Context: an optimization exercise on an open-source flow, tuned for small area and a short achievable clock period. The choices shown serve that exercise and are no tape-out recipe. RTL that was checked went through simulation tests only; none was proved equivalent to the original. Power and IR drop assume default switching activity.

// ex_top
module ex_top #(
	parameter int DATA_WIDTH = 64,
	parameter int ALU_K      = 4,
	parameter int BR_K       = 8,
	parameter int ALU_KIND   = 0,
	parameter int BR_KIND    = 0
) (
	input  logic                  clk,
	input  logic                  reset,
	input  logic                  issue,
	input  logic [DATA_WIDTH-1:0] read_data1,
	input  logic [DATA_WIDTH-1:0] read_data2,
	input  logic [DATA_WIDTH-1:0] pc,
	input  logic [DATA_WIDTH-1:0] imm,
	input  logic [DATA_WIDTH-1:0] br_offset,
	input  ex_pkg::alu_op_t       alu_op,
	input  logic                  alu_src,
	input  logic                  set_flags,
	input  ex_pkg::br_kind_t      br_kind,
	input  ex_pkg::cond_t         cond,
	output logic                  result_valid,
	output logic [DATA_WIDTH-1:0] alu_result,
	output logic [DATA_WIDTH-1:0] store_data,
	output logic [DATA_WIDTH-1:0] br_target,
	output logic                  br_taken,
	output logic                  negative,
	output logic                  zero,
	output logic                  overflow,
	output logic                  carry_out
);
==> module ex_top, before the edit <==
module ex_top #(
	parameter int DATA_WIDTH = 64,
	parameter int ALU_K      = 4,
	parameter int BR_K       = 8,
	parameter int ALU_KIND   = 0,
	parameter int BR_KIND    = 0
) (
	input  logic                  clk,
	input  logic                  reset,
	input  logic                  issue,
	input  logic [DATA_WIDTH-1:0] read_data1,
	input  logic [DATA_WIDTH-1:0] read_data2,
	input  logic [DATA_WIDTH-1:0] pc,
	input  logic [DATA_WIDTH-1:0] imm,
	input  logic [DATA_WIDTH-1:0] br_offset,
	input  ex_pkg::alu_op_t       alu_op,
	input  logic                  alu_src,
	input  logic                  set_flags,
	input  ex_pkg::br_kind_t      br_kind,
	input  ex_pkg::cond_t         cond,
	output logic                  result_valid,
	output logic [DATA_WIDTH-1:0] alu_result,
	output logic [DATA_WIDTH-1:0] store_data,
	output logic [DATA_WIDTH-1:0] br_target,
	output logic                  br_taken,
	output logic                  negative,
	output logic                  zero,
	output logic                  overflow,
	output logic                  carry_out
);
	localparam int MSB = DATA_WIDTH - 1;
	logic                        op_valid;
	logic [DATA_WIDTH-1:0]       alu_s, br_s, store_operand;
	logic [DATA_WIDTH/ALU_K-1:0] alu_g, alu_p;
	logic [DATA_WIDTH/BR_K-1:0]  br_g, br_p;
	logic                        alu_top_g, alu_top_p, set_flags_q;
	logic [3:0]                  test_q;
	ex_operand_stage #(.DATA_WIDTH(DATA_WIDTH), .ALU_K(ALU_K), .BR_K(BR_K)) u_operand (
		.clk(clk), .reset(reset), .issue(issue),
		.read_data1(read_data1), .read_data2(read_data2), .imm(imm),
		.pc(pc), .br_offset(br_offset), .alu_op(alu_op), .alu_src(alu_src),
		.set_flags(set_flags), .br_kind(br_kind), .cond(cond),
		.op_valid(op_valid), .alu_s(alu_s), .alu_g(alu_g), .alu_p(alu_p),
		.alu_top_g(alu_top_g), .alu_top_p(alu_top_p),
		.store_operand(store_operand), .br_s(br_s), .br_g(br_g), .br_p(br_p),
		.set_flags_q(set_flags_q), .test_q(test_q)
	);
	logic [DATA_WIDTH-1:0] alu_out, target;
	logic                  alu_n, alu_z, alu_v, alu_c;
	logic                  alu_ctop, br_ctop, br_cout, br_zero;
	ex_blk_fin #(.W(DATA_WIDTH), .K(ALU_K), .KIND(ALU_KIND)) u_alu_fin (
		.s(alu_s), .g(alu_g), .bp(alu_p), .sum(alu_out), .ctop(alu_ctop), .cout(alu_c), .zero(alu_z)
	);
	assign alu_n = alu_out[MSB];
	assign alu_v = alu_c ^ (alu_top_g | (alu_top_p & alu_ctop));
	ex_blk_fin #(.W(DATA_WIDTH), .K(BR_K), .KIND(BR_KIND)) u_br_fin (
		.s(br_s), .g(br_g), .bp(br_p), .sum(target), .ctop(br_ctop), .cout(br_cout), .zero(br_zero)
	);
	logic taken;
	ex_branch_unit u_branch (
		.test(test_q), .rt_zero(store_operand == '0),
		.negative(negative), .zero(zero), .overflow(overflow), .taken(taken)
	);
	ex_result_stage #(.DATA_WIDTH(DATA_WIDTH)) u_result (
		.clk(clk), .reset(reset), .op_valid(op_valid), .set_flags(set_flags_q),
		.alu_result_in(alu_out), .alu_flags_in({alu_n, alu_z, alu_v, alu_c}),
		.store_operand(store_operand), .target_in(target), .taken_in(taken),
		.result_valid(result_valid), .alu_result(alu_result),
		.store_data(store_data), .br_target(br_target), .br_taken(br_taken),
		.negative(negative), .zero(zero), .overflow(overflow),
		.carry_out(carry_out)
	);
endmodule
export LEC_CHECK = 0
export CAP_MARGIN = 20
export CORE_MARGIN = 2
export CORE_UTILIZATION = 40
export CTS_BUF_LIST = sky130_fd_sc_hd__clkbuf_16
export CTS_CLUSTER_DIAMETER = 80
export CTS_CLUSTER_SIZE = 30
export SETUP_SLACK_MARGIN = 3.0
export SLEW_MARGIN = 20
export SYNTH_HIERARCHICAL = 1
export TNS_END_PERCENT = 10
create_clock -name core_clock -period 5.5 [get_ports {clk}]
standard.sh (not shown) runs the stock make flow with config.mk's settings and CLKGATE_MAP_FILE= SYNTH_SCRIPT=/design/flow/synth_recipe.tcl, a recipe that flattens the netlist after the stock synthesis.
==> flow/flow/run.sh <==
#!/bin/bash
# Standard layout, with plain buf_1 cells as the port buffers instead of the
# buffer_ports default (clkdlybuf4s50_1). Each tool's output goes to its own log.
set -euo pipefail
export BUFFER_PORTS_ARGS="-buffer_cell sky130_fd_sc_hd__buf_1"
bash standard.sh synth > synth.log 2>&1
bash standard.sh > layout.log 2>&1
==> next run, changes <==
--- a/flow/design.v
+++ b/flow/design.v
@@ -386,5 +386,5 @@
 module ex_top #(
 	parameter int DATA_WIDTH = 64,
-	parameter int ALU_K      = 4,
+	parameter int ALU_K      = 2,
 	parameter int BR_K       = 8,
 	parameter int ALU_KIND   = 0,
After rerunning: Routed wire length grows by about 10%. Count of clock-buffer cells in the layout grows by 3. Utilization shrinks by 1.9 points. Die area grows by 11%. Synthesized area grows by 11%. Via count grows by 0.87%. Cell area grows by 6.4%. Critical path depth grows by 3. First-iteration DRC count shrinks by 6.6%. Clock power grows by about 5%. Global-route usage hardly moves. Total power grows by 7.0%.
For the second run of this note, only the layout was checked, not whether the RTL still works.

== purple ==
Another version of the RTL of ex_top (not shown whole).
Size in the first run: about 2400 cells after synthesis, roughly 430 flip-flops, ~530 I/O pins.
==> module ex_prefix, before the edit <==
module ex_prefix #(
	parameter int W    = 64,
	parameter int KIND = 0
) (
	input  logic [W-1:0] g,
	input  logic [W-1:0] p,
	input  logic         cin,
	output logic [W:0]   c
);
	localparam int L = (W <= 2) ? 1 : (W <= 4) ? 2 : (W <= 8) ? 3 : (W <= 16) ? 4 : (W <= 32) ? 5 : (W <= 64) ? 6 : 7;
	logic [2*L+1:0][W-1:0] gg;
	logic [2*L+1:0][W-1:0] pp;
	assign gg[0] = {g[W-1:1], g[0] | (p[0] & cin)};
	assign pp[0] = p;
	generate
		if (KIND == 0) begin : g_ks
			for (genvar l = 0; l < L; l++) begin : g_lvl
				for (genvar i = 0; i < W; i++) begin : g_bit
					if (i >= (1 << l)) begin : g_node
						assign gg[l+1][i] = gg[l][i] | (pp[l][i] & gg[l][i-(1<<l)]);
						assign pp[l+1][i] = pp[l][i] & pp[l][i-(1<<l)];
					end else begin : g_pass
						assign gg[l+1][i] = gg[l][i];
						assign pp[l+1][i] = pp[l][i];
					end
				end
			end
			assign c = {gg[L], cin};
		end else if (KIND == 1) begin : g_sk
			for (genvar l = 0; l < L; l++) begin : g_lvl
				for (genvar i = 0; i < W; i++) begin : g_bit
					if ((i >> l) % 2 == 1) begin : g_node
						localparam int J = ((i >> l) << l) - 1;
						assign gg[l+1][i] = gg[l][i] | (pp[l][i] & gg[l][J]);
						assign pp[l+1][i] = pp[l][i] & pp[l][J];
					end else begin : g_pass
						assign gg[l+1][i] = gg[l][i];
						assign pp[l+1][i] = pp[l][i];
					end
				end
			end
			assign c = {gg[L], cin};
		end else if (KIND == 2) begin : g_bk
			for (genvar l = 0; l < L; l++) begin : g_up
				for (genvar i = 0; i < W; i++) begin : g_bit
					if ((i % (2 << l)) == (2 << l) - 1) begin : g_node
						assign gg[l+1][i] = gg[l][i] | (pp[l][i] & gg[l][i-(1<<l)]);
						assign pp[l+1][i] = pp[l][i] & pp[l][i-(1<<l)];
					end else begin : g_pass
						assign gg[l+1][i] = gg[l][i];
						assign pp[l+1][i] = pp[l][i];
					end
				end
			end
			for (genvar l = L - 2; l >= 0; l--) begin : g_dn
				for (genvar i = 0; i < W; i++) begin : g_bit
					if ((i % (2 << l)) == (1 << l) - 1 && i >= (2 << l)) begin : g_node
						assign gg[2*L-1-l][i] = gg[2*L-2-l][i] | (pp[2*L-2-l][i] & gg[2*L-2-l][i-(1<<l)]);
						assign pp[2*L-1-l][i] = pp[2*L-2-l][i] & pp[2*L-2-l][i-(1<<l)];
					end else begin : g_pass
						assign gg[2*L-1-l][i] = gg[2*L-2-l][i];
						assign pp[2*L-1-l][i] = pp[2*L-2-l][i];
					end
				end
			end
			assign c = {gg[2*L-1], cin};
		end else begin : g_hc
			assign gg[1] = gg[0];
			assign pp[1] = pp[0];
			for (genvar l = 0; l < L; l++) begin : g_lvl
				for (genvar i = 0; i < W; i++) begin : g_bit
					if (l == 0 && i % 2 == 1) begin : g_n0
						assign gg[l+2][i] = gg[l+1][i] | (pp[l+1][i] & gg[l+1][i-1]);
						assign pp[l+2][i] = pp[l+1][i] & pp[l+1][i-1];
					end else if (l > 0 && i % 2 == 1 && i >= (1 << l)) begin : g_nl
						assign gg[l+2][i] = gg[l+1][i] | (pp[l+1][i] & gg[l+1][i-(1<<l)]);
						assign pp[l+2][i] = pp[l+1][i] & pp[l+1][i-(1<<l)];
					end else begin : g_pass
						assign gg[l+2][i] = gg[l+1][i];
						assign pp[l+2][i] = pp[l+1][i];
					end
				end
			end
			for (genvar i = 0; i < W; i++) begin : g_fix
				if (i % 2 == 0 && i > 0) begin : g_node
					assign gg[L+2][i] = gg[L+1][i] | (pp[L+1][i] & gg[L+1][i-1]);
				end else begin : g_pass
					assign gg[L+2][i] = gg[L+1][i];
				end
			end
			assign pp[L+2] = pp[L+1];
			assign c = {gg[L+2], cin};
		end
	endgenerate
endmodule
clock: 5.5 ns
lec_check: 0
abc_clock_period_in_ps: 2500
cap_margin: 20
core_margin: 2
core_utilization: 40
cts_buf_list: sky130_fd_sc_hd__clkbuf_8
setup_slack_margin: 2.5
slew_margin: 20
Scripts as last shown in full above: flow/flow/run.sh
For orange, these inputs were changed with respect to purple:
--- a/flow/design.v
+++ b/flow/design.v
@@ -136,9 +136,9 @@
 	input  logic [W-1:0] p,
 	input  logic         cin,
 	output logic [W:0]   c
 );
-	localparam int L = (W <= 2) ? 1 : (W <= 4) ? 2 : (W <= 8) ? 3 : (W <= 16) ? 4 : (W <= 32) ? 5 : (W <= 64) ? 6 : 7;
+	localparam int L = $clog2(W);
 	logic [2*L+1:0][W-1:0] gg;
 	logic [2*L+1:0][W-1:0] pp;
 	assign gg[0] = {g[W-1:1], g[0] | (p[0] & cin)};
 	assign pp[0] = p;
### Flow results
- Both conditions hold for orange: the flow ran to the end and the final layout passed the timing, DRC and antenna checks.
- Delta (orange minus purple): flip-flop and latch share of the layout cell area was more or less identical; combinational share of power was more or less identical; relative area of non-clock buffer cells in the final design was more or less identical; placer congestion estimate was more or less identical.
- As far as sequential cell count goes, orange and purple are indistinguishable; the numbers are identical.
- Going from purple to orange, required arrival time at the worst endpoint saw little to no change, adder-cell share of the synthesized area saw little to no change, filler cell count saw little to no change, compound-gate portion of the synthesized area saw little to no change, overall power after layout saw little to no change.
- orange against purple: count of final hold-check violations flat; clock period minus final worst setup slack flat; total CTS buffers flat.
Function not checked in orange: the RTL went through the layout flow alone.

Another version of the RTL of ex_top (not shown whole).
Size: roughly 2800 cells after synthesis, ~520 flip-flops, roughly 530 I/O pins.
==> module ex_top, before the edit <==
module ex_top #(
	parameter int DATA_WIDTH = 64,
	parameter int ALU_KIND   = 0,
	parameter int BR_KIND    = 0
) (
	input  logic                  clk,
	input  logic                  reset,
	input  logic                  issue,
	input  logic [DATA_WIDTH-1:0] read_data1,
	input  logic [DATA_WIDTH-1:0] read_data2,
	input  logic [DATA_WIDTH-1:0] pc,
	input  logic [DATA_WIDTH-1:0] imm,
	input  logic [DATA_WIDTH-1:0] br_offset,
	input  ex_pkg::alu_op_t       alu_op,
	input  logic                  alu_src,
	input  logic                  set_flags,
	input  ex_pkg::br_kind_t      br_kind,
	input  ex_pkg::cond_t         cond,
	output logic                  result_valid,
	output logic [DATA_WIDTH-1:0] alu_result,
	output logic [DATA_WIDTH-1:0] store_data,
	output logic [DATA_WIDTH-1:0] br_target,
	output logic                  br_taken,
	output logic                  negative,
	output logic                  zero,
	output logic                  overflow,
	output logic                  carry_out
);
	localparam int MSB = DATA_WIDTH - 1;
	logic                  op_valid;
	logic [DATA_WIDTH-1:0] alu_g, alu_p, br_g, br_p, store_operand;
	logic                  alu_cin, set_flags_q;
	logic [3:0]            test_q;
	ex_operand_stage #(.DATA_WIDTH(DATA_WIDTH)) u_operand (
		.clk(clk), .reset(reset), .issue(issue),
		.read_data1(read_data1), .read_data2(read_data2), .imm(imm),
		.pc(pc), .br_offset(br_offset), .alu_op(alu_op), .alu_src(alu_src),
		.set_flags(set_flags), .br_kind(br_kind), .cond(cond),
		.op_valid(op_valid), .alu_g(alu_g), .alu_p(alu_p), .alu_cin(alu_cin),
		.store_operand(store_operand), .br_g(br_g), .br_p(br_p),
		.set_flags_q(set_flags_q), .test_q(test_q)
	);
	logic [DATA_WIDTH:0]   ac;
	logic [DATA_WIDTH-1:0] alu_out;
	logic                  alu_n, alu_z, alu_v, alu_c;
	ex_prefix #(.W(DATA_WIDTH), .KIND(ALU_KIND)) u_alu_carry (
		.g(alu_g), .p(alu_p), .cin(alu_cin), .c(ac)
	);
	assign alu_out = alu_p ^ ac[MSB:0];
	assign alu_n   = alu_out[MSB];
	assign alu_c   = ac[DATA_WIDTH];
	assign alu_v   = ac[DATA_WIDTH] ^ ac[MSB];
	assign alu_z   = &(alu_p ~^ {alu_g[MSB-1:0] | alu_p[MSB-1:0], alu_cin});
	logic [DATA_WIDTH:0]   bc;
	logic [DATA_WIDTH-1:0] target;
	ex_prefix #(.W(DATA_WIDTH), .KIND(BR_KIND)) u_br_carry (
		.g(br_g), .p(br_p), .cin(1'b0), .c(bc)
	);
	assign target = br_p ^ bc[MSB:0];
	logic taken;
	ex_branch_unit u_branch (
		.test(test_q), .rt_zero(store_operand == '0),
		.negative(negative), .zero(zero), .overflow(overflow), .taken(taken)
	);
	ex_result_stage #(.DATA_WIDTH(DATA_WIDTH)) u_result (
		.clk(clk), .reset(reset), .op_valid(op_valid), .set_flags(set_flags_q),
		.alu_result_in(alu_out), .alu_flags_in({alu_n, alu_z, alu_v, alu_c}),
		.store_operand(store_operand), .target_in(target), .taken_in(taken),
		.result_valid(result_valid), .alu_result(alu_result),
		.store_data(store_data), .br_target(br_target), .br_taken(br_taken),
		.negative(negative), .zero(zero), .overflow(overflow),
		.carry_out(carry_out)
	);
endmodule
Settings: LEC_CHECK=0, CAP_MARGIN=20, CORE_MARGIN=2, CORE_UTILIZATION=40, SLEW_MARGIN=20; clock period 5.5 ns.
run.sh (not shown) runs the stock make flow with config.mk's settings and CLKGATE_MAP_FILE= SYNTH_SCRIPT=/design/flow/synth_recipe.tcl, a recipe that flattens the netlist after the stock synthesis.
Stock flow here: none of the scripts above is used.
The baseline completed without violations.
Then changed:
--- a/flow/design.v
+++ b/flow/design.v
@@ -283,10 +283,10 @@
 endmodule
 `timescale 1ns/1ps
 module ex_top #(
 	parameter int DATA_WIDTH = 64,
-	parameter int ALU_KIND   = 0,
-	parameter int BR_KIND    = 0
+	parameter int ALU_KIND   = 2,
+	parameter int BR_KIND    = 2
 ) (
 	input  logic                  clk,
 	input  logic                  reset,
 	input  logic                  issue,
Effect:
- synthesized area falls by roughly a tenth
- maximum frequency falls by a little under a tenth
- worst setup slack loses 0.36 ns
- utilization rises by 2.0 points
- critical path depth rises by 2
- cell area falls by a little under a tenth
- clock power stays flat
- via count falls by about a fifth
- global-route usage falls by 1.3 points
No functional check of the RTL was part of any run of this note.

==> separate check: timing with driven ports <==
The results above use ideal ports. As a check the final layouts listed here were re-extracted and re-timed, cells and wires unchanged. Step 1 assumes that a clkbuf_16 drives the clock port and a buf_2 every other input. Step 2 times the ports against the registers' clock, not the clock port: input delays grow and output delays shrink by t, the midpoint of the rising clock arrivals with the driver on. a / b / c = no drivers / after step 1 / after step 2; a / b = the first two.
run | shift t [ns] | setup slack, ns | hold slack, ns | clock arrival spread, ns | slew at the worst register clock pin (ns)
the first run of note 1 | 0.662 | 3.031 / 2.722 / 2.059 | 0.439 / 0.439 / 0.439 | 0.052 / 0.053 | 0.11 / 0.11
the second run of note 1 | 0.667 | 2.246 / 2.246 / 2.237 | 0.445 / 0.445 / 0.445 | 0.034 / 0.034 | 0.11 / 0.11
purple | 0.716 | 2.497 / 2.518 / 1.801 | 0.405 / 0.405 / 0.405 | 0.033 / 0.033 | 0.07 / 0.07
orange | 0.716 | 2.497 / 2.518 / 1.801 | 0.405 / 0.405 / 0.405 | 0.033 / 0.033 | 0.07 / 0.07
the first run of note 3 | 0.673 | 1.718 / 1.718 / 1.672 | 0.404 / 0.404 / 0.404 | 0.020 / 0.019 | 0.06 / 0.06
the second run of note 3 | 0.677 | 1.357 / 1.357 / 1.259 | 0.405 / 0.405 / 0.405 | 0.020 / 0.020 | 0.07 / 0.07
After both steps setup and hold are still met in every run listed. For the first run of note 1, which loses most, drivers alone change the setup slack by -0.309 ns; drivers and shift together by -0.972 ns.
